From an optimization exercise on the open Yosys and OpenROAD flow, aimed at small area, a short achievable clock period and few clock cycles per item; shortcuts taken in it are not production practice.
Only simulation tests tie the RTL to the original design; equivalence was not proved.
Power is estimated from default activity; no workload was simulated.

==> design.v <==
`default_nettype none
package strs_pkg;
	localparam int ValueW  = 32;
	localparam int TimeW   = 32;
	localparam int CfgIdxW = 2;
	localparam int CfgW    = 32;
	typedef enum logic {
		CMD_SAMPLE = 1'b0,
		CMD_TICK   = 1'b1
	} cmd_t;
	localparam logic [CfgIdxW-1:0] CFG_REPORT_MIN = 2'd0;
	localparam logic [CfgIdxW-1:0] CFG_REPORT_MAX = 2'd1;
	localparam logic [CfgIdxW-1:0] CFG_ON_CHANGE  = 2'd2;
	localparam int CodeMinBit = 0;
	localparam int CodeMaxBit = 1;
	typedef struct packed {
		logic                     command;
		logic signed [ValueW-1:0] sample_value;
		logic                     sample_valid;
	} item_t;
	typedef struct packed {
		logic                     value_changed;
		logic [1:0]               min_max_code;
		logic                     report_due;
		logic signed [ValueW-1:0] current_value;
		logic                     current_valid;
		logic signed [ValueW-1:0] min_value;
		logic signed [ValueW-1:0] max_value;
		logic                     min_max_valid;
	} result_t;
endpackage
`default_nettype wire
`default_nettype none
module sample_tracker_report_scheduler (
	input  wire logic                              clk,
	input  wire logic                              arst_n,
	input  wire logic                              cfg_write,
	input  wire logic [strs_pkg::CfgIdxW-1:0]      cfg_index,
	input  wire logic [strs_pkg::CfgW-1:0]         cfg_data,
	input  wire logic                              item_valid,
	output logic                                   item_ready,
	input  wire logic [33:0]                       item,
	output logic                                   result_valid,
	input  wire logic                              result_ready,
	output logic [101:0]                           result
);
	logic [strs_pkg::TimeW-1:0] report_min_q;
	logic [strs_pkg::TimeW-1:0] report_max_q;
	logic                       on_change_q;
	logic [strs_pkg::TimeW-1:0]          elapsed_q;   
	logic signed [strs_pkg::ValueW-1:0]  value_q;
	logic                                valid_q;
	logic                                pending_q;
	logic signed [strs_pkg::ValueW-1:0]  min_q;
	logic signed [strs_pkg::ValueW-1:0]  max_q;
	logic                                ext_valid_q;
	logic res_valid_q;
	logic changed_q;
	logic new_min_q;
	logic new_max_q;
	logic due_q;
	logic                               is_tick;
	logic signed [strs_pkg::ValueW-1:0] in_value;
	logic                               in_ok;
	logic                               accept;
	logic                               take_sample;
	logic                               take_tick;
	logic                               same;
	logic                               new_min;
	logic                               new_max;
	logic                               gt_min;
	logic                               gt_max;
	logic                               wrap;
	logic                               due;
	function automatic logic ult32(input logic [31:0] a, input logic [31:0] b);
		logic [31:0] l;
		logic [31:0] g;
		l = ~a & b;
		g = a & ~b;
		for (int w = 16; w >= 1; w = w / 2) begin
			for (int j = 0; j < w; j++) begin
				l[j] = l[2*j+1] | (~g[2*j+1] & l[2*j]);
				g[j] = g[2*j+1] | (~l[2*j+1] & g[2*j]);
			end
		end
		ult32 = l[0];
	endfunction
	function automatic logic slt32(input logic [31:0] a, input logic [31:0] b);
		slt32 = ult32({~a[31], a[30:0]}, {~b[31], b[30:0]});
	endfunction
	function automatic logic [31:0] inc32(input logic [31:0] a);
		logic [31:0] r;
		for (int i = 0; i < 32; i++) begin
			r[i] = a[i] ^ (&(a | ~((32'd1 << i) - 32'd1)));
		end
		inc32 = r;
	endfunction
	assign is_tick  = item[33];
	assign in_value = item[32:1];
	assign in_ok    = item[0];
	assign item_ready   = !res_valid_q || result_ready;
	assign accept       = item_valid && item_ready;
	assign take_sample  = accept && !is_tick;
	assign take_tick    = accept && is_tick;
	assign result_valid = res_valid_q;
	assign result = {changed_q, new_max_q, new_min_q, due_q,
	                 value_q, valid_q, min_q, max_q, ext_valid_q};
	assign same    = in_ok && valid_q && (in_value == value_q);
	assign new_max = in_ok && (!ext_valid_q || slt32(max_q, in_value));
	assign new_min = in_ok && (!ext_valid_q || slt32(in_value, min_q));
	assign wrap   = &elapsed_q;
	assign gt_min = !wrap && !ult32(elapsed_q, report_min_q);
	assign gt_max = !wrap && !ult32(elapsed_q, report_max_q);
	assign due    = (report_min_q != '0) &&
		(on_change_q ? ((pending_q && gt_min) || gt_max) : gt_min);
	always_ff @(posedge clk or negedge arst_n) begin
		if (!arst_n) begin
			report_min_q <= '0;
			report_max_q <= '0;
			on_change_q  <= 1'b0;
		end else if (cfg_write) begin
			unique case (cfg_index)
				strs_pkg::CFG_REPORT_MIN: report_min_q <= cfg_data;
				strs_pkg::CFG_REPORT_MAX: report_max_q <= cfg_data;
				strs_pkg::CFG_ON_CHANGE:  on_change_q  <= cfg_data[0];
				default: ;    
			endcase
		end
	end
	always_ff @(posedge clk or negedge arst_n) begin
		if (!arst_n) begin
			res_valid_q <= 1'b0;
		end else if (accept) begin
			res_valid_q <= 1'b1;
		end else if (result_ready) begin
			res_valid_q <= 1'b0;
		end
	end
	always_ff @(posedge clk or negedge arst_n) begin
		if (!arst_n) begin
			changed_q <= 1'b0;
			new_min_q <= 1'b0;
			new_max_q <= 1'b0;
			due_q     <= 1'b0;
		end else if (accept) begin
			changed_q <= !is_tick && !same;
			new_min_q <= !is_tick && new_min;
			new_max_q <= !is_tick && new_max;
			due_q     <= is_tick && due;
		end
	end
	always_ff @(posedge clk or negedge arst_n) begin
		if (!arst_n) begin
			value_q     <= '0;
			valid_q     <= 1'b0;
			min_q       <= '0;
			max_q       <= '0;
			ext_valid_q <= 1'b0;
		end else if (take_sample) begin
			value_q <= in_ok ? in_value : '0;
			valid_q <= in_ok;
			if (new_min) begin
				min_q <= in_value;
			end
			if (new_max) begin
				max_q <= in_value;
			end
			if (in_ok) begin
				ext_valid_q <= 1'b1;
			end
		end
	end
	always_ff @(posedge clk or negedge arst_n) begin
		if (!arst_n) begin
			elapsed_q <= '0;
			pending_q <= 1'b0;
		end else if (take_sample) begin
			if (!same) begin
				pending_q <= 1'b1;
			end
		end else if (take_tick) begin
			if (due) begin
				elapsed_q <= '0;
				pending_q <= 1'b0;
			end else begin
				elapsed_q <= inc32(elapsed_q);
			end
		end
	end
endmodule
`default_nettype wire
==> flow/run.sh <==
#!/bin/bash
# The standard layout (standard.sh: the standard flow's synthesis and ORFS flow, unchanged),
# except that the buffer global placement puts on every input and output port
# is the smallest plain buffer (buf_1) rather than the one buffer_ports picks
# by default; repair may still resize it.
set -euo pipefail
bash standard.sh "BUFFER_PORTS_ARGS=-buffer_cell sky130_fd_sc_hd__buf_1"  finish > standard_flow.log 2>&1
==> standard.sh <==
#!/bin/bash
# synth_recipe.tcl (not shown) runs the flow's synth.tcl, then flattens the netlist and writes it again
# the make line also repeats each setting of config.mk as NAME=value (left out here)
make -C /OpenROAD-flow-scripts/flow DESIGN_CONFIG=/design/flow/config.mk WORK_HOME=/design/flow/orfs CLKGATE_MAP_FILE= SYNTH_SCRIPT=/design/flow/synth_recipe.tcl "${@:-finish}"
==> config.mk <==
export PLATFORM = sky130hd
export DESIGN_NAME = sample_tracker_report_scheduler
export DESIGN_NICKNAME = sample_tracker_report_scheduler
export VERILOG_FILES = /design/flow/design.v
export SDC_FILE = /design/flow/constraint.sdc
export NUM_CORES = 4
export LEC_CHECK = 0
export ABC_AREA = 1
export CAP_MARGIN = 20
export CORE_MARGIN = 2
export CORE_UTILIZATION = 60
export CTS_BUF_LIST = sky130_fd_sc_hd__clkbuf_8
export CTS_CLUSTER_SIZE = 30
export SETUP_SLACK_MARGIN = 3.5
export SLEW_MARGIN = 20
==> constraint.sdc <==
create_clock -name core_clock -period 6.5 [get_ports {clk}]
set_input_delay 1.3000 -clock core_clock [delete_from_list [all_inputs] [get_ports {clk}]]
set_output_delay 1.3000 -clock core_clock [all_outputs]
set_load 0.01 [all_outputs]
==> results of run 1 <==
kinds of logic after synthesis:
group,share of synthesized area [%]
xor gates and xnor gates,1.60
adders and majority gates,0.545
DFF,43.8
buffers and inverters,10.4
and+or+nand+nor,32.0
AOI/OAI and AO/OA,11.7
power by group:
part | total, uW | internal (uW) | switching (uW)
registers | 2020 | 1620 | 400
logic | 2080 | 714 | 1360
clock network | 1190 | 659 | 529
total | 5290 | 2990 | 2290
layout by cell type (no fill, tap or decap), types with 4 or more instances in the layout:
cell type / n
xor2_1: 17
o22ai_1: 26
a31oi_1: 10
o2111ai_1: 4
or2_1: 4
xnor2_1: 4
nand4_1: 10
a21oi_1: 44
ha_1: 5
dfrtp_1: 201
nand3_1: 114
buf_1: 175
o21a_1: 9
buf_4: 11
or2_2: 8
inv_1: 253
o21ai_0: 135
inv_2: 6
nor2_1: 128
a21boi_0: 5
nor4_1: 7
nand2_1: 606
clkbuf_8: 45
nor3_1: 13
sequential cells by signal (all words and copies together) (netlist names), 32 cells and up:
register	flops
elapsed_q	32
min_q	32
report_min_q	32
report_max_q	32
value_q	32
max_q	32
area by class of cell:
cell class	count	area share (%)
multi-input cells	1176	40.8
flip-flops and latches	201	38.4
inverters	246	7.09
repair buffers	189	6.01
clock buffers	45	4.73
well taps	234	2.24
clock inverters	17	0.707
what timing repair did:
action / 4_1_cts / 5_1_grt
setup buffers: 1 / 3
pin swaps: 1 / 2
resized for setup: 9 / 7
gates cloned: 0 / 2
endpoints found under the setup margin: 93 / 76
worst max-delay path, cell delays in order:
cell     delay, ns
buf_1         0.06
inv_1         0.04
nand2_2       0.09
buf_1         0.16
worst min-delay path by stage:
stage                      endpoint  cells after the start  slack (ns)
floorplan                 new_max_q                      2        0.45
global placement          changed_q                      2        0.46
detailed placement        changed_q                      2        0.47
CTS                       changed_q                      2        0.48
global route        report_max_q[2]                      2        0.51
finish                    changed_q                      2        0.48
metrics by stage:
step | instance area, sq um | cells | worst slack [ns]
floorplan | 11500 | 1669 | 3.78
global placement | 12300 | 2040 | 2.11
detailed placement | 12300 | 2040 | 1.99
CTS | 13000 | 2103 | 3.50
global route | 13100 | 2108 | 3.50
finish | 13100 | 2108 | 3.54
routing by layer:
layer	vias up	GRT usage, %	wire [um]	share of wire [%]
li1	5617	-	-	-
met1	5154	39.4	13700	43
met5	-	0	0	0
met2	352	53.2	15400	48
met3	62	7.47	2190	6.8
met4	0	10.1	783	2.4
==> results.sh, run 1 <==
export IMPL_grt_first_pass_wirelength_mm=50.5
export IMPL_clk_pin_slew_ns=0.06
export IMPL_dp_hpwl_mm=21.8
export IMPL_wl_per_cell_um=15.2
export IMPL_wl_mm=32.1
export IMPL_synth_area_leaders="dfrtp_1 (44%), nand2_1 (20%), inv_1 (7.8%), o21ai_0 (5.9%), nand3_1 (5.1%)"
export IMPL_synth_seq_cells=201
export IMPL_io_buffers=176
export IMPL_timing_rr_start="elapsed_q[0]"
export IMPL_multi_input_area_sq_um=5340
export IMPL_drc=0
export IMPL_drv_cap=0
export IMPL_first_pass_iters=6
export IMPL_post_route_util_pct=69.7
export IMPL_cts_sinks=201
export IMPL_cp_endpoint="item_ready"
export IMPL_drtIter0Drc=849
export IMPL_register_area_sq_um=5030
export IMPL_hold_buffers=0
export IMPL_critPathRequiredTime_ns=5.20
export IMPL_h_tree_depth=2
export IMPL_syn_area_sq_um=11500
export IMPL_total_power_uw=5290
export IMPL_yosysSeqAreaShare_pct=43.8
export IMPL_core_area_sq_um=18800
export IMPL_vias=11200
export IMPL_arrival_ns=1.66
export IMPL_avgSynthCellArea_sq_um=6.88
export IMPL_p_leak_uw=0.00708
export IMPL_area_growth_pct=14.0
export IMPL_relSlewSlack_pct=35.3
export IMPL_worstMarginPinSlew_ns=0.971
export IMPL_antenna_found_initial=0
export IMPL_die_area_sq_um=20300
export IMPL_insertedDiodeCount=0
export IMPL_critPathKind="input pin to output pin"
export IMPL_drive_gt1_share_pct=4.91
export IMPL_ys_warn_count=1
export IMPL_grt_max_degree=126
export IMPL_slew_violations=0
export IMPL_grt_pass1_vias=10400
export IMPL_postSynthCellCount=1669
export IMPL_initial_core_util_pct=61.2
export IMPL_fin_nets=1928
export IMPL_ys_top_cells_by_count="nand2_1 (606), inv_1 (240), dfrtp_1 (201), o21ai_0 (135), nor2_1 (130)"
export IMPL_die_width_um=142
export IMPL_path_max_fanout=4
export IMPL_groute_usage_overall_pct=31.2
export IMPL_ioPinCount=177
export IMPL_powerDensity_nw_per_um2=404
export IMPL_synthFlopType="dfrtp_1"
export IMPL_rsz0062_at_grt="no"
export IMPL_setup_viol=0
export IMPL_fmax_mhz=338
export IMPL_synth_most_common_cell="nand2_1"
export IMPL_start_kind="input pin"
export IMPL_finalCriticalPeriod_ns=2.96
export IMPL_num_rows=50
export IMPL_syn_nets=1747
export IMPL_status="timing/DRC/antenna clean"
export IMPL_cp_startpoint="result_ready"
export IMPL_synth_distinct_cells=36
export IMPL_hold_slack_ns=0.475
export IMPL_min_delay_start="changed_q"
export IMPL_ir_worst_vdd_uv=290
export IMPL_worstReg2RegEnd="elapsed_q[27]"
export IMPL_clock_path_buffers=3
export IMPL_hold_viol=0
export IMPL_root_buffer="clkbuf_8"
export IMPL_viasPerCell=5.31
export IMPL_crit_path_end_kind="output pin"
export IMPL_clock_latency_ns=0.55
export IMPL_synth_area_leader_cell="dfrtp_1"
export IMPL_die_h_um=142
export IMPL_synth_edf_count=0
export IMPL_drtAntennaViolNets=0
export IMPL_synth_top_cell_area_share_pct=43.8
export IMPL_setup_tns_ns=0
export IMPL_synthArstFlopShare_pct=100
export IMPL_grt_remaining_overflow=0
export IMPL_clock_skew_ns=0.0251
export IMPL_gp_routability_congestion=0.908
export IMPL_rrSetupSlack_ns=4.12
export IMPL_post_route_period_util_pct=45.6
export IMPL_hp_class="flop to flop"
export IMPL_cts_tree="built"
export IMPL_fillCellCount=1643
export IMPL_cts_buffers=36
export IMPL_r2r_cells=14
Testbench counts, summed over its fixed seeds: cycles 16,016, items 16,000.
==> run 2: changes to the inputs <==
--- a/config.mk
+++ b/config.mk
@@ -12,4 +12,5 @@
 export CTS_BUF_LIST = sky130_fd_sc_hd__clkbuf_8
-export CTS_CLUSTER_SIZE = 30
-export SETUP_SLACK_MARGIN = 3.5
+export CTS_CLUSTER_DIAMETER = 150
+export CTS_CLUSTER_SIZE = 15
+export SETUP_SLACK_MARGIN = 4.0
 export SLEW_MARGIN = 20
==> results.sh, run 2 <==
export IMPL_status="timing/DRC/antenna clean"
export IMPL_total_power_uw=5300
export IMPL_wl_per_cell_um=16.1
export IMPL_p_switching_uw=2480
export IMPL_insertedDiodeCount=0
export IMPL_initial_core_util_pct=61.2
export IMPL_finalCriticalPeriod_ns=2.91
export IMPL_final_cells=2100
export IMPL_clk_pin_slew_ns=0.10
export IMPL_die_area_sq_um=20300
export IMPL_cts_tree="built"
export IMPL_groute_usage_overall_pct=30.2
export IMPL_grt_pass1_vias=10400
export IMPL_grt_remaining_overflow=0
export IMPL_swShare_pct=46.7
export IMPL_first_pass_iters=5
export IMPL_viasPerCell=5.50
export IMPL_die_width_um=142
export IMPL_synthFlopType="dfrtp_1"
export IMPL_arrival_ns=1.61
export IMPL_critPathRequiredTime_ns=5.20
export IMPL_grt_max_degree=90
export IMPL_path_max_fanout=2
export IMPL_final_common_cell="nand2_1"
export IMPL_use_met3_pct=5.52
export IMPL_synth_distinct_cells=36
export IMPL_synth_most_common_cell="nand2_1"
export IMPL_die_h_um=142
export IMPL_synth_seq_cells=201
export IMPL_pwr_share_seq_pct=38.3
export IMPL_area_growth_pct=19.6
export IMPL_cts_buffers=17
export IMPL_root_buffer="clkbuf_8"
export IMPL_h_tree_depth=1
export IMPL_drc=0
export IMPL_num_rows=50
export IMPL_worstMarginPinSlew_ns=0.915
export IMPL_synthArstFlopShare_pct=100
export IMPL_synth_area_leader_cell="dfrtp_1"
export IMPL_synth_edf_count=0
export IMPL_hold_buffers=0
export IMPL_drtIter0Drc=926
export IMPL_met2_usage_pct=52.8
export IMPL_fmax_mhz=343
export IMPL_fillCellCount=1501
export IMPL_ioPinCount=177
export IMPL_wl_mm=33.7
export IMPL_clock_skew_ns=0.0362
export IMPL_drtAntennaViolNets=0
export IMPL_antenna_found_initial=0
export IMPL_rsz0062_at_grt="yes"
export IMPL_clock_path_buffers=3
export IMPL_syn_area_sq_um=11500
export IMPL_clkPwrFrac_pct=12.5
export IMPL_hp_class="flop to flop"
export IMPL_drive_gt1_share_pct=12.3
export IMPL_synth_top_cell_area_share_pct=43.8
export IMPL_cts_sinks=201
export IMPL_setup_tns_ns=0
export IMPL_relSlewSlack_pct=39.0
export IMPL_core_area_sq_um=18800
export IMPL_yosysSeqAreaShare_pct=43.8
export IMPL_busiest_layer="met2"
export IMPL_p_leak_uw=0.00722
export IMPL_avgSynthCellArea_sq_um=6.88
export IMPL_gr_usage_met1_pct=37.8
export IMPL_comb_power_share_pct=49.2
export IMPL_powerDensity_nw_per_um2=386
export IMPL_ir_worst_vdd_uv=267
export IMPL_layout_common_cells="nand2_1 (582), inv_1 (221), dfrtp_1 (201)"
export IMPL_ys_warn_count=1
export IMPL_fin_nets=1945
export IMPL_post_route_period_util_pct=44.8
export IMPL_grt_first_pass_wirelength_mm=49.5
export IMPL_gp_routability_congestion=0.863
export IMPL_io_buffers=176
export IMPL_postSynthCellCount=1669
export IMPL_start_kind="input pin"
export IMPL_dp_hpwl_mm=21.2
export IMPL_slew_violations=0
export IMPL_synth_area_leaders="dfrtp_1 (44%), nand2_1 (20%), inv_1 (7.8%), o21ai_0 (5.9%), nand3_1 (5.1%)"
export IMPL_crit_path_end_kind="output pin"
export IMPL_clock_latency_ns=0.53
export IMPL_drv_cap=0
export IMPL_hold_viol=0
export IMPL_hold_slack_ns=0.499
export IMPL_critPathKind="input pin to output pin"
export IMPL_syn_nets=1747
export IMPL_ys_top_cells_by_count="nand2_1 (606), inv_1 (240), dfrtp_1 (201), o21ai_0 (135), nor2_1 (130)"
export IMPL_dp_cells=2038
export IMPL_setup_viol=0
export IMPL_p_int_uw=2820
export IMPL_vias=11600
## run 2: cell counts after synthesis
No cell type changed its count.
## run 2: path summary, 6_finish.rpt
check | to | cells after the start | slack [ns] | startpoint
min in group asynchronous | report_max_q[16] | 1 | 0.81 | arst_n
setup reg to reg | elapsed_q[27] | 14 | 4.26 | elapsed_q[0]
max in group asynchronous | min_q[19] | 2 | 4.34 | arst_n
setup / recovery | item_ready | 4 | 3.59 | result_ready
hold reg to reg | report_max_q[26] | 2 | 0.50 | report_max_q[26]
hold / removal | report_max_q[26] | 2 | 0.50 | report_max_q[26]
## run 2: per-stage QoR
stage	util, %	cell area, sq um	setup WS, ns
2_1_floorplan	-	11600	3.83
3_3_place_gp	65.7	12300	2.44
3_5_place_dp	65.7	12300	2.37
4_1_cts	68.6	12900	3.59
5_1_grt	73.2	13700	3.58
6_report	73.2	13700	3.59
## run 2: kinds of logic after synthesis
| family | count (synthesis) | synth area share [%] |
|---|---|---|
| flip-flops | 201 | 43.8 |
| buffers and inverters | 294 | 10.4 |
| XOR/XNOR | 21 | 1.60 |
| AND/OR/NAND/NOR | 905 | 32.0 |
| AO/OA/AOI/OAI | 243 | 11.7 |
| adder cells (fa/ha/maj) | 5 | 0.545 |
## run 2: layout make-up
type	instances	area (sq um)	share of cell area, %
Clock buffer	17	234	1.70
Multi-Input combinational cell	1184	5920	43.1
Timing Repair Buffer	217	1260	9.17
Sequential cell	201	5030	36.6
Clock inverter	1	11.3	0.0820
Tap cell	234	293	2.13
Inverter	246	986	7.18
## run 2: per-layer routing
metal  wire length [um]  up-vias
li1                   -     5640
met3               2650      123
met5                  0        -
met4               1580        0
met1              13400     5316
met2              16100      474
## run 2: worst max-delay path, cell delays in order
cell and delay, ns:
buf_12 0.11, inv_12 0.05, nand2_8 0.04, buf_6 0.12
## run 2: power groups by stage
| stage | Sequential, uW | Combinational, uW | Clock [uW] |
|---|---|---|---|
| 6_report | 2030 | 2610 | 660 |
| 4_1_cts | 2000 | 2170 | 673 |
| 2_1_floorplan | 2030 | 1380 | 0 |
| 3_3_place_gp | 2020 | 1920 | 0 |
| 3_5_place_dp | 2020 | 1980 | 0 |
| 5_1_grt | 2070 | 2880 | 728 |
## run 2: what timing repair did
| action | CTS | global route |
|---|---|---|
| cloned | 4 | 10 |
| pin swaps | 8 | 50 |
| buffers inserted | 10 | 20 |
| setup endpoints to repair | 130 | 101 |
| resized for setup | 48 | 160 |
==> run 3: changes to the inputs <==
--- a/config.mk
+++ b/config.mk
@@ -14,3 +14,3 @@
 export CTS_CLUSTER_SIZE = 15
-export SETUP_SLACK_MARGIN = 4.0
+export SETUP_SLACK_MARGIN = 3.8
 export SLEW_MARGIN = 20
==> results.sh, run 3 <==
export IMPL_area_growth_pct=12.7
export IMPL_synth_edf_count=0
export IMPL_syn_area_sq_um=11500
export IMPL_gp_routability_congestion=0.920
export IMPL_num_rows=50
export IMPL_synth_seq_cells=201
export IMPL_ir_worst_vdd_uv=281
export IMPL_ys_top_cells_by_count="nand2_1 (606), inv_1 (240), dfrtp_1 (201), o21ai_0 (135), nor2_1 (130)"
export IMPL_ys_warn_count=1
export IMPL_drtIter0Drc=857
export IMPL_post_route_util_pct=68.9
export IMPL_antenna_found_initial=1
export IMPL_rrSetupSlack_ns=4.23
export IMPL_io_buffers=176
export IMPL_final_area_sq_um=12900
export IMPL_viasPerCell=5.44
export IMPL_hold_viol=0
export IMPL_drive_gt1_share_pct=5.52
export IMPL_drv_cap=0
export IMPL_die_h_um=142
export IMPL_wl_mm=32.5
export IMPL_start_kind="input pin"
export IMPL_h_tree_depth=1
export IMPL_synth_area_leaders="dfrtp_1 (44%), nand2_1 (20%), inv_1 (7.8%), o21ai_0 (5.9%), nand3_1 (5.1%)"
export IMPL_grt_remaining_overflow=0
export IMPL_critPathKind="input pin to output pin"
export IMPL_crit_path_end_kind="output pin"
export IMPL_finalCriticalPeriod_ns=2.91
export IMPL_synth_distinct_cells=36
export IMPL_die_width_um=142
export IMPL_cp_startpoint="result_ready"
export IMPL_min_to="report_max_q[3]"
export IMPL_hp_class="flop to flop"
export IMPL_powerDensity_nw_per_um2=380
export IMPL_slew_violations=0
export IMPL_setup_tns_ns=0
export IMPL_synth_area_leader_cell="dfrtp_1"
export IMPL_groute_usage_overall_pct=30.7
export IMPL_yosysSeqAreaShare_pct=43.8
export IMPL_wl_per_cell_um=15.6
export IMPL_worstMarginPinSlew_ns=0.864
export IMPL_root_buffer="clkbuf_8"
export IMPL_drc=0
export IMPL_initial_core_util_pct=61.2
export IMPL_worstReg2RegEnd="elapsed_q[26]"
export IMPL_layout_common_cells="nand2_1 (601), inv_1 (238), dfrtp_1 (201)"
export IMPL_clkPwrFrac_pct=13.5
export IMPL_path_max_fanout=2
export IMPL_cts_tree="built"
export IMPL_drtAntennaViolNets=0
export IMPL_rsz0062_at_grt="yes"
export IMPL_p_int_uw=2650
export IMPL_min_delay_start="report_max_q[3]"
export IMPL_comb_power_share_pct=45.5
export IMPL_cts_buffers=17
export IMPL_ioPinCount=177
export IMPL_clk_pin_slew_ns=0.10
export IMPL_grt_max_degree=156
export IMPL_holdPathStages=2
export IMPL_grt_first_pass_wirelength_mm=50.1
export IMPL_synth_top_cell_area_share_pct=43.8
export IMPL_pwr_share_seq_pct=41.1
export IMPL_final_common_cell="nand2_1"
export IMPL_first_pass_iters=6
export IMPL_fmax_mhz=344
export IMPL_critPathRequiredTime_ns=5.20
export IMPL_cts_sinks=201
export IMPL_p_switching_uw=2270
export IMPL_postSynthCellCount=1669
export IMPL_clock_skew_ns=0.0187
export IMPL_timing_rr_start="elapsed_q[0]"
export IMPL_status="timing/DRC/antenna clean"
export IMPL_setup_viol=0
export IMPL_clock_latency_ns=0.54
export IMPL_dp_hpwl_mm=21.8
export IMPL_die_area_sq_um=20300
export IMPL_syn_nets=1747
export IMPL_p_leak_uw=0.00692
export IMPL_core_area_sq_um=18800
export IMPL_r2r_cells=13
export IMPL_avgSynthCellArea_sq_um=6.88
export IMPL_post_route_period_util_pct=44.7
export IMPL_clock_path_buffers=3
export IMPL_fin_nets=1927
export IMPL_vias=11300
export IMPL_synthArstFlopShare_pct=100
export IMPL_grt_pass1_vias=10300
export IMPL_synthFlopType="dfrtp_1"
export IMPL_arrival_ns=1.61
export IMPL_synth_most_common_cell="nand2_1"
export IMPL_relSlewSlack_pct=42.4
export IMPL_placed_area_sq_um=12200
export IMPL_swShare_pct=46.1
run 3: cell counts after synthesis:
No cell type changed its count.
run 3: critical path, cell delays in order:
cell,delay (ns)
buf_1,0.08
inv_2,0.06
nand2_4,0.05
buf_6,0.12
run 3: worst max-delay path by stage:
stage | endpoint | slack, ns | cells after the start
6_report | item_ready | 3.59 | 4
5_1_grt | item_ready | 3.58 | 4
4_1_cts | item_ready | 3.60 | 4
3_5_place_dp | min_q[15] | 2.33 | 11
3_3_place_gp | min_q[12] | 2.40 | 11
2_1_floorplan | item_ready | 3.80 | 2
run 3: logic make-up (layout without fill, tap and decap cells):
family          after synthesis  count (layout)  synth area share (%)
fa+ha+maj                     5               5                 0.545
simple gates                905             910                  32.0
xor+xnor                     21              21                  1.60
flops                       201             201                  43.8
buf+inv                     294             469                  10.4
compound gates              243             243                  11.7
other cells                   0               1                     0
run 3: power by group through the flow:
stage | Sequential, uW | Clock, uW | Combinational, uW
6_report | 2020 | 664 | 2240
5_1_grt | 2070 | 722 | 2510
4_1_cts | 2000 | 679 | 2080
3_5_place_dp | 2020 | 0 | 1990
3_3_place_gp | 2020 | 0 | 1920
2_1_floorplan | 2030 | 0 | 1340
run 3: cell type report:
class / count / area (sq um)
well taps: 234 / 293
fillers: 1689 / 5830
clock inverters: 2 / 18.8
repair buffers: 204 / 953
flip-flops and latches: 201 / 5030
inverters: 246 / 933
diodes: 1 / 2.50
clock buffers: 17 / 234
multi-input cells: 1179 / 5470
run 3: repair_timing:
item / 4_1_cts / 5_1_grt
pin swaps: 3 / 9
cloned: 2 / 4
resized for setup: 22 / 33
hold endpoints to repair: 0 / 0
hold buffers: 0 / 0
setup endpoints to repair: 96 / 79
setup buffers: 7 / 12
run 3: stage by stage:
stage,setup WS [ns],total power [uW],hold WS (ns),cells
after floorplan,3.80,3370,0.450,1669
after global placement,2.40,3940,0.467,2039
after detailed placement,2.33,4010,0.474,2039
after CTS,3.60,4760,0.498,2067
after global routing,3.58,5300,0.522,2083
final,3.59,4920,0.495,2084
run 3: routing by layer:
| metal | global-route usage (%) | vias up | routed length [um] |
|---|---|---|---|
| met5 | 0 | - | 0 |
| met4 | 10.5 | 0 | 1090 |
| met3 | 5.75 | 81 | 2320 |
| met2 | 52.3 | 399 | 15600 |
| met1 | 39.6 | 5270 | 13500 |
| li1 | - | 5591 | - |
==> run 4: changes to the inputs <==
--- a/config.mk
+++ b/config.mk
@@ -10,3 +10,3 @@
 export CORE_MARGIN = 2
-export CORE_UTILIZATION = 60
+export CORE_UTILIZATION = 70
 export CTS_BUF_LIST = sky130_fd_sc_hd__clkbuf_8
==> results.sh, run 4 <==
export IMPL_critPathRequiredTime_ns=5.20
export IMPL_dp_cells=2022
export IMPL_ir_worst_vdd_uv=254
export IMPL_status="timing/DRC/antenna clean"
export IMPL_p_leak_uw=0.00693
export IMPL_dp_hpwl_mm=22.4
export IMPL_cts_buffers=17
export IMPL_fin_nets=1917
export IMPL_arrival_ns=1.59
export IMPL_fmax_mhz=346
export IMPL_relSlewSlack_pct=43.5
export IMPL_start_kind="input pin"
export IMPL_clock_skew_ns=0.0298
export IMPL_ioPinCount=177
export IMPL_avgSynthCellArea_sq_um=6.88
export IMPL_finalCriticalPeriod_ns=2.89
export IMPL_final_area_sq_um=12900
export IMPL_clock_latency_ns=0.54
export IMPL_powerDensity_nw_per_um2=383
export IMPL_io_buffers=176
export IMPL_die_area_sq_um=17400
export IMPL_initial_core_util_pct=72.0
export IMPL_clock_path_buffers=3
export IMPL_viasPerCell=5.74
export IMPL_grt_max_degree=159
export IMPL_synth_area_leader_cell="dfrtp_1"
export IMPL_layout_common_cells="nand2_1 (601), inv_1 (237), dfrtp_1 (201)"
export IMPL_rsz0062_at_grt="yes"
export IMPL_synth_seq_cells=201
export IMPL_drtAntennaViolNets=0
export IMPL_synthFlopType="dfrtp_1"
export IMPL_drive_gt1_share_pct=5.60
export IMPL_root_buffer="clkbuf_8"
export IMPL_synth_edf_count=0
export IMPL_crit_path_end_kind="output pin"
export IMPL_hp_class="flop to flop"
export IMPL_area_growth_pct=12.4
export IMPL_synth_top_cell_area_share_pct=43.8
export IMPL_yosysSeqAreaShare_pct=43.8
export IMPL_post_route_period_util_pct=44.5
export IMPL_slew_violations=0
export IMPL_first_pass_iters=6
export IMPL_wl_mm=32.8
export IMPL_grt_remaining_overflow=0
export IMPL_path_cells="buf_6 > inv_4 > nand2_4 > buf_6"
export IMPL_critPathKind="input pin to output pin"
export IMPL_gp_routability_congestion=0.917
export IMPL_setup_tns_ns=0
export IMPL_hold_viol=0
export IMPL_crit_path_frequent_cell="buf_6"
export IMPL_setup_viol=0
export IMPL_num_rows=46
export IMPL_drv_cap=0
export IMPL_antenna_found_initial=1
export IMPL_die_h_um=132
export IMPL_cts_tree="built"
export IMPL_slowest_stage="buf_6"
export IMPL_synth_area_leaders="dfrtp_1 (44%), nand2_1 (20%), inv_1 (7.8%), o21ai_0 (5.9%), nand3_1 (5.1%)"
export IMPL_synth_distinct_cells=36
export IMPL_fillCellCount=1162
export IMPL_h_tree_depth=1
export IMPL_ys_top_cells_by_count="nand2_1 (606), inv_1 (240), dfrtp_1 (201), o21ai_0 (135), nor2_1 (130)"
export IMPL_wl_per_cell_um=15.9
export IMPL_ys_warn_count=1
export IMPL_synthArstFlopShare_pct=100
export IMPL_die_width_um=132
export IMPL_path_max_fanout=2
export IMPL_drtIter0Drc=1117
export IMPL_vias=11800
export IMPL_grt_first_pass_wirelength_mm=52.0
export IMPL_syn_area_sq_um=11500
export IMPL_hold_buffers=0
export IMPL_final_common_cell="nand2_1"
export IMPL_syn_nets=1747
export IMPL_final_cells=2055
export IMPL_postSynthCellCount=1669
export IMPL_clk_pin_slew_ns=0.09
export IMPL_core_area_sq_um=15900
export IMPL_cpPeakStageDelay_ns=0.12
export IMPL_drc=0
export IMPL_worstMarginPinSlew_ns=0.847
export IMPL_insertedDiodeCount=0
export IMPL_grt_pass1_vias=11100
export IMPL_placed_area_sq_um=12300
export IMPL_synth_most_common_cell="nand2_1"
export IMPL_groute_usage_overall_pct=36.1
export IMPL_cts_sinks=201
-- run 4: cell counts after synthesis --
Identical to the previous run, type by type.
-- run 4: worst max-delay path, delay by kind of cell --
family / cells / cell delay, ns
buffers and inverters: 3 / 0.26
AND/OR/NAND/NOR: 1 / 0.04
-- run 4: layout make-up --
type	count	area, sq um	share of cell area, %
sequential	201	5030	39.0
clock buffer	17	234	1.81
clock inverter	2	18.8	0.145
multi-input combinational	1178	5450	42.2
tap	216	270	2.09
inverter	246	945	7.32
timing repair buffer	195	961	7.44
-- run 4: cells by family after synthesis --
kind of cell / Yosys count / synth area share [%]
AND/OR/NAND/NOR: 905 / 32.0
XOR/XNOR: 21 / 1.60
buffers and inverters: 294 / 10.4
AO/OA/AOI/OAI: 243 / 11.7
flip-flops: 201 / 43.8
adder cells (fa/ha/maj): 5 / 0.545
-- run 4: path summary, 6_finish.rpt --
kind / cells after the start / end / from / slack [ns]
hold reg to reg: 2 / changed_q / changed_q / 0.49
hold / removal: 2 / changed_q / changed_q / 0.49
min in group asynchronous: 1 / report_max_q[11] / arst_n / 0.82
max in group asynchronous: 2 / max_q[16] / arst_n / 4.44
setup reg to reg: 14 / elapsed_q[29] / elapsed_q[15] / 4.01
setup / recovery: 4 / item_ready / result_ready / 3.61
-- run 4: metal layers --
layer  vias to the layer above  track usage [%]  routed length, um
li1                       5574                -                  -
met1                      5489             45.5              12500
met4                         0             14.3               1520
met3                       134             6.65               2990
met2                       593             61.8              15700
met5                         -                0                  0
-- run 4: through the flow --
stage / power (uW) / util [%] / hold WS [ns] / setup slack [ns]
final: 4940 / 81.0 / 0.493 / 3.61
after global routing: 5280 / 81.0 / 0.517 / 3.60
after detailed placement: 4020 / 77.0 / 0.466 / 2.49
after CTS: 4750 / 79.5 / 0.490 / 3.61
after floorplan: 3370 / - / 0.450 / 3.80
after global placement: 3920 / 76.6 / 0.464 / 2.58
-- run 4: what timing repair did --
| item | in CTS | in global routing |
|---|---|---|
| setup endpoints to repair | 96 | 80 |
| resized for setup | 21 | 50 |
| pin swaps | 3 | 7 |
| buffers inserted | 5 | 4 |
| cloned | 2 | 3 |
-- run 4: power breakdown --
group | total (uW) | leakage [uW] | switching [uW] | internal (uW)
clock | 666 | 0.000128 | 422 | 243
sequential | 2020 | 0.00255 | 410 | 1610
combinational | 2250 | 0.00425 | 1470 | 784
total | 4940 | 0.00693 | 2300 | 2640
==> run 5: changes to the inputs <==
--- a/config.mk
+++ b/config.mk
@@ -10,6 +10,6 @@
 export CORE_MARGIN = 2
-export CORE_UTILIZATION = 70
-export CTS_BUF_LIST = sky130_fd_sc_hd__clkbuf_8
+export CORE_UTILIZATION = 60
+export CTS_BUF_LIST = sky130_fd_sc_hd__clkbuf_16
 export CTS_CLUSTER_DIAMETER = 150
-export CTS_CLUSTER_SIZE = 15
+export CTS_CLUSTER_SIZE = 25
 export SETUP_SLACK_MARGIN = 3.8
==> results.sh, run 5 <==
export IMPL_grt_remaining_overflow=0
export IMPL_wl_mm=32.6
export IMPL_hold_viol=0
export IMPL_fmax_mhz=344
export IMPL_core_area_sq_um=18800
export IMPL_grt_max_degree=156
export IMPL_clk_pin_slew_ns=0.10
export IMPL_initial_core_util_pct=61.2
export IMPL_crit_path_end_kind="output pin"
export IMPL_start_kind="input pin"
export IMPL_h_tree_depth=1
export IMPL_ys_top_cells_by_count="nand2_1 (606), inv_1 (240), dfrtp_1 (201), o21ai_0 (135), nor2_1 (130)"
export IMPL_rsz0062_at_grt="yes"
export IMPL_fin_ws_ns=3.59
export IMPL_synth_edf_count=0
export IMPL_num_rows=50
export IMPL_dp_cells=2039
export IMPL_syn_nets=1747
export IMPL_syn_area_sq_um=11500
export IMPL_finalCriticalPeriod_ns=2.91
export IMPL_cts_sinks=201
export IMPL_grt_pass1_vias=10300
export IMPL_worstMarginPinSlew_ns=0.841
export IMPL_critPathKind="input pin to output pin"
export IMPL_layout_common_cells="nand2_1 (599), inv_1 (236), dfrtp_1 (201)"
export IMPL_placed_area_sq_um=12200
export IMPL_path_max_fanout=2
export IMPL_clock_latency_ns=0.48
export IMPL_yosysSeqAreaShare_pct=43.8
export IMPL_io_buffers=176
export IMPL_drive_gt1_share_pct=5.99
export IMPL_fin_nets=1913
export IMPL_setup_viol=0
export IMPL_powerDensity_nw_per_um2=392
export IMPL_synth_area_leaders="dfrtp_1 (44%), nand2_1 (20%), inv_1 (7.8%), o21ai_0 (5.9%), nand3_1 (5.1%)"
export IMPL_synth_area_leader_cell="dfrtp_1"
export IMPL_clock_skew_ns=0.0335
export IMPL_final_cells=2071
export IMPL_antenna_found_initial=1
export IMPL_gp_routability_congestion=0.920
export IMPL_dp_hpwl_mm=21.8
export IMPL_p_leak_uw=0.00696
export IMPL_ir_worst_vdd_uv=293
export IMPL_slew_violations=0
export IMPL_hold_buffers=0
export IMPL_die_width_um=142
export IMPL_ioPinCount=177
export IMPL_synthArstFlopShare_pct=100
export IMPL_drtIter0Drc=725
export IMPL_clock_path_buffers=3
export IMPL_wl_per_cell_um=15.7
export IMPL_relSlewSlack_pct=44.0
export IMPL_post_route_period_util_pct=44.7
export IMPL_grt_first_pass_wirelength_mm=49.9
export IMPL_die_h_um=142
export IMPL_synth_top_cell_area_share_pct=43.8
export IMPL_ys_warn_count=1
export IMPL_final_area_sq_um=13100
export IMPL_groute_usage_overall_pct=30.5
export IMPL_status="timing/DRC/antenna clean"
export IMPL_setup_tns_ns=0
export IMPL_hp_class="flop to flop"
export IMPL_die_area_sq_um=20300
export IMPL_drc=0
export IMPL_synth_distinct_cells=36
export IMPL_root_buffer="clkbuf_16"
export IMPL_post_route_util_pct=69.7
export IMPL_postSynthCellCount=1669
export IMPL_critPathRequiredTime_ns=5.20
export IMPL_place_ws_ns=2.33
export IMPL_cts_buffers=12
export IMPL_final_common_cell="nand2_1"
export IMPL_arrival_ns=1.61
export IMPL_cts_tree="built"
export IMPL_avgSynthCellArea_sq_um=6.88
export IMPL_drv_cap=0
export IMPL_drtAntennaViolNets=0
export IMPL_first_pass_iters=6
export IMPL_viasPerCell=5.47
export IMPL_area_growth_pct=14.0
export IMPL_synth_most_common_cell="nand2_1"
export IMPL_vias=11300
export IMPL_synth_seq_cells=201
export IMPL_synthFlopType="dfrtp_1"
==> run 5: cell counts after synthesis <==
No cell type changed its count.
==> run 5: final timing paths <==
check | from | endpoint | slack [ns] | cells after the start
worst max-delay path | result_ready | item_ready | 3.59 | 4
worst min-delay path | report_max_q[3] | report_max_q[3] | 0.49 | 2
worst max register to register | elapsed_q[0] | elapsed_q[27] | 4.23 | 14
worst min register to register | report_max_q[3] | report_max_q[3] | 0.49 | 2
max in group asynchronous | arst_n | value_q[29] | 4.39 | 2
min in group asynchronous | arst_n | report_max_q[10] | 0.86 | 1
==> run 5: worst max-delay path: stages <==
cell     delay (ns)
buf_1          0.08
inv_2          0.06
nand2_4        0.05
buf_6          0.12
==> run 5: timing repair <==
item | 4_1_cts | 5_1_grt
endpoints found under the setup margin | 96 | 80
cloned | 2 | 5
endpoints found under the hold margin | 0 | 0
setup buffers | 7 | 2
pin swaps | 4 | 16
gates resized for setup | 24 | 66
==> run 5: stage by stage <==
stage | total power (uW) | hold WS [ns]
4_1_cts | 4900 | 0.498
3_5_place_dp | 4010 | 0.474
2_1_floorplan | 3370 | 0.450
5_1_grt | 5510 | 0.524
6_report | 5140 | 0.494
3_3_place_gp | 3940 | 0.467
==> run 5: routing by layer <==
layer	GRT usage (%)	up-vias	part of all wire, %
met5	0	-	0
met4	9.95	0	3.2
met3	5.11	78	7.2
met2	52.6	401	48
met1	39.4	5282	42
li1	-	5560	-
==> run 5: layout make-up <==
cell class | count | area, sq um
Fill cell | 1662 | 5680
Clock buffer | 13 | 325
Tap cell | 234 | 293
Timing Repair Buffer | 194 | 901
Clock inverter | 2 | 33.8
Multi-Input combinational cell | 1180 | 5570
Sequential cell | 201 | 5030
Inverter | 246 | 933
Antenna cell | 1 | 2.50
==> run 5: cell families (layout without fill, tap and decap cells) <==
| kind of cell | Yosys count | count (layout) | synth area share (%) |
|---|---|---|---|
| AO/OA/AOI/OAI | 243 | 243 | 11.7 |
| XOR/XNOR | 21 | 21 | 1.60 |
| adder cells (fa/ha/maj) | 5 | 5 | 0.545 |
| buffers and inverters | 294 | 455 | 10.4 |
| flip-flops | 201 | 201 | 43.8 |
| other | 0 | 1 | 0 |
| AND/OR/NAND/NOR | 905 | 911 | 32.0 |
==> run 5: where the power goes <==
group          internal [uW]  switching, uW
clock                    369            434
combinational            815           1500
sequential              1610            407

-- static timing again, ports no longer ideal --
How much do the figures lean on ideal ports? The routed layouts below were timed once more, with nothing changed but the port constraints. Step 1 (the two cells are an assumption about what drives the block):
set clk [get_ports {clk}]
set_driving_cell -lib_cell sky130_fd_sc_hd__clkbuf_16 $clk
set_driving_cell -lib_cell sky130_fd_sc_hd__buf_2 [delete_from_list [all_inputs] $clk]
Step 2 times the ports against the registers' clock, not the clock port: input delays grow and output delays shrink by t, the midpoint of the rising clock arrivals with the driver on. Slacks: ideal / step 1 / step 2; pairs: ideal / step 1.
run | t, ns | slack for setup (ns) | hold WS [ns] | clock arrival spread, ns
run 1 | 0.577 | 3.538 / 3.512 / 3.009 | 0.475 / 0.475 / 0.475 | 0.025 / 0.026
run 2 | 0.552 | 3.587 / 3.542 / 3.385 | 0.499 / 0.499 / 0.499 | 0.037 / 0.037
run 3 | 0.570 | 3.592 / 3.571 / 3.285 | 0.495 / 0.495 / 0.495 | 0.025 / 0.025
run 4 | 0.565 | 3.606 / 3.572 / 3.267 | 0.493 / 0.493 / 0.493 | 0.030 / 0.030
run 5 | 0.509 | 3.593 / 3.571 / 3.349 | 0.494 / 0.494 / 0.494 | 0.034 / 0.034
After both steps every run listed still meets setup and hold. The setup slack of run 1, which loses most, moves by -0.026 ns with the drivers and by -0.529 ns with both steps.
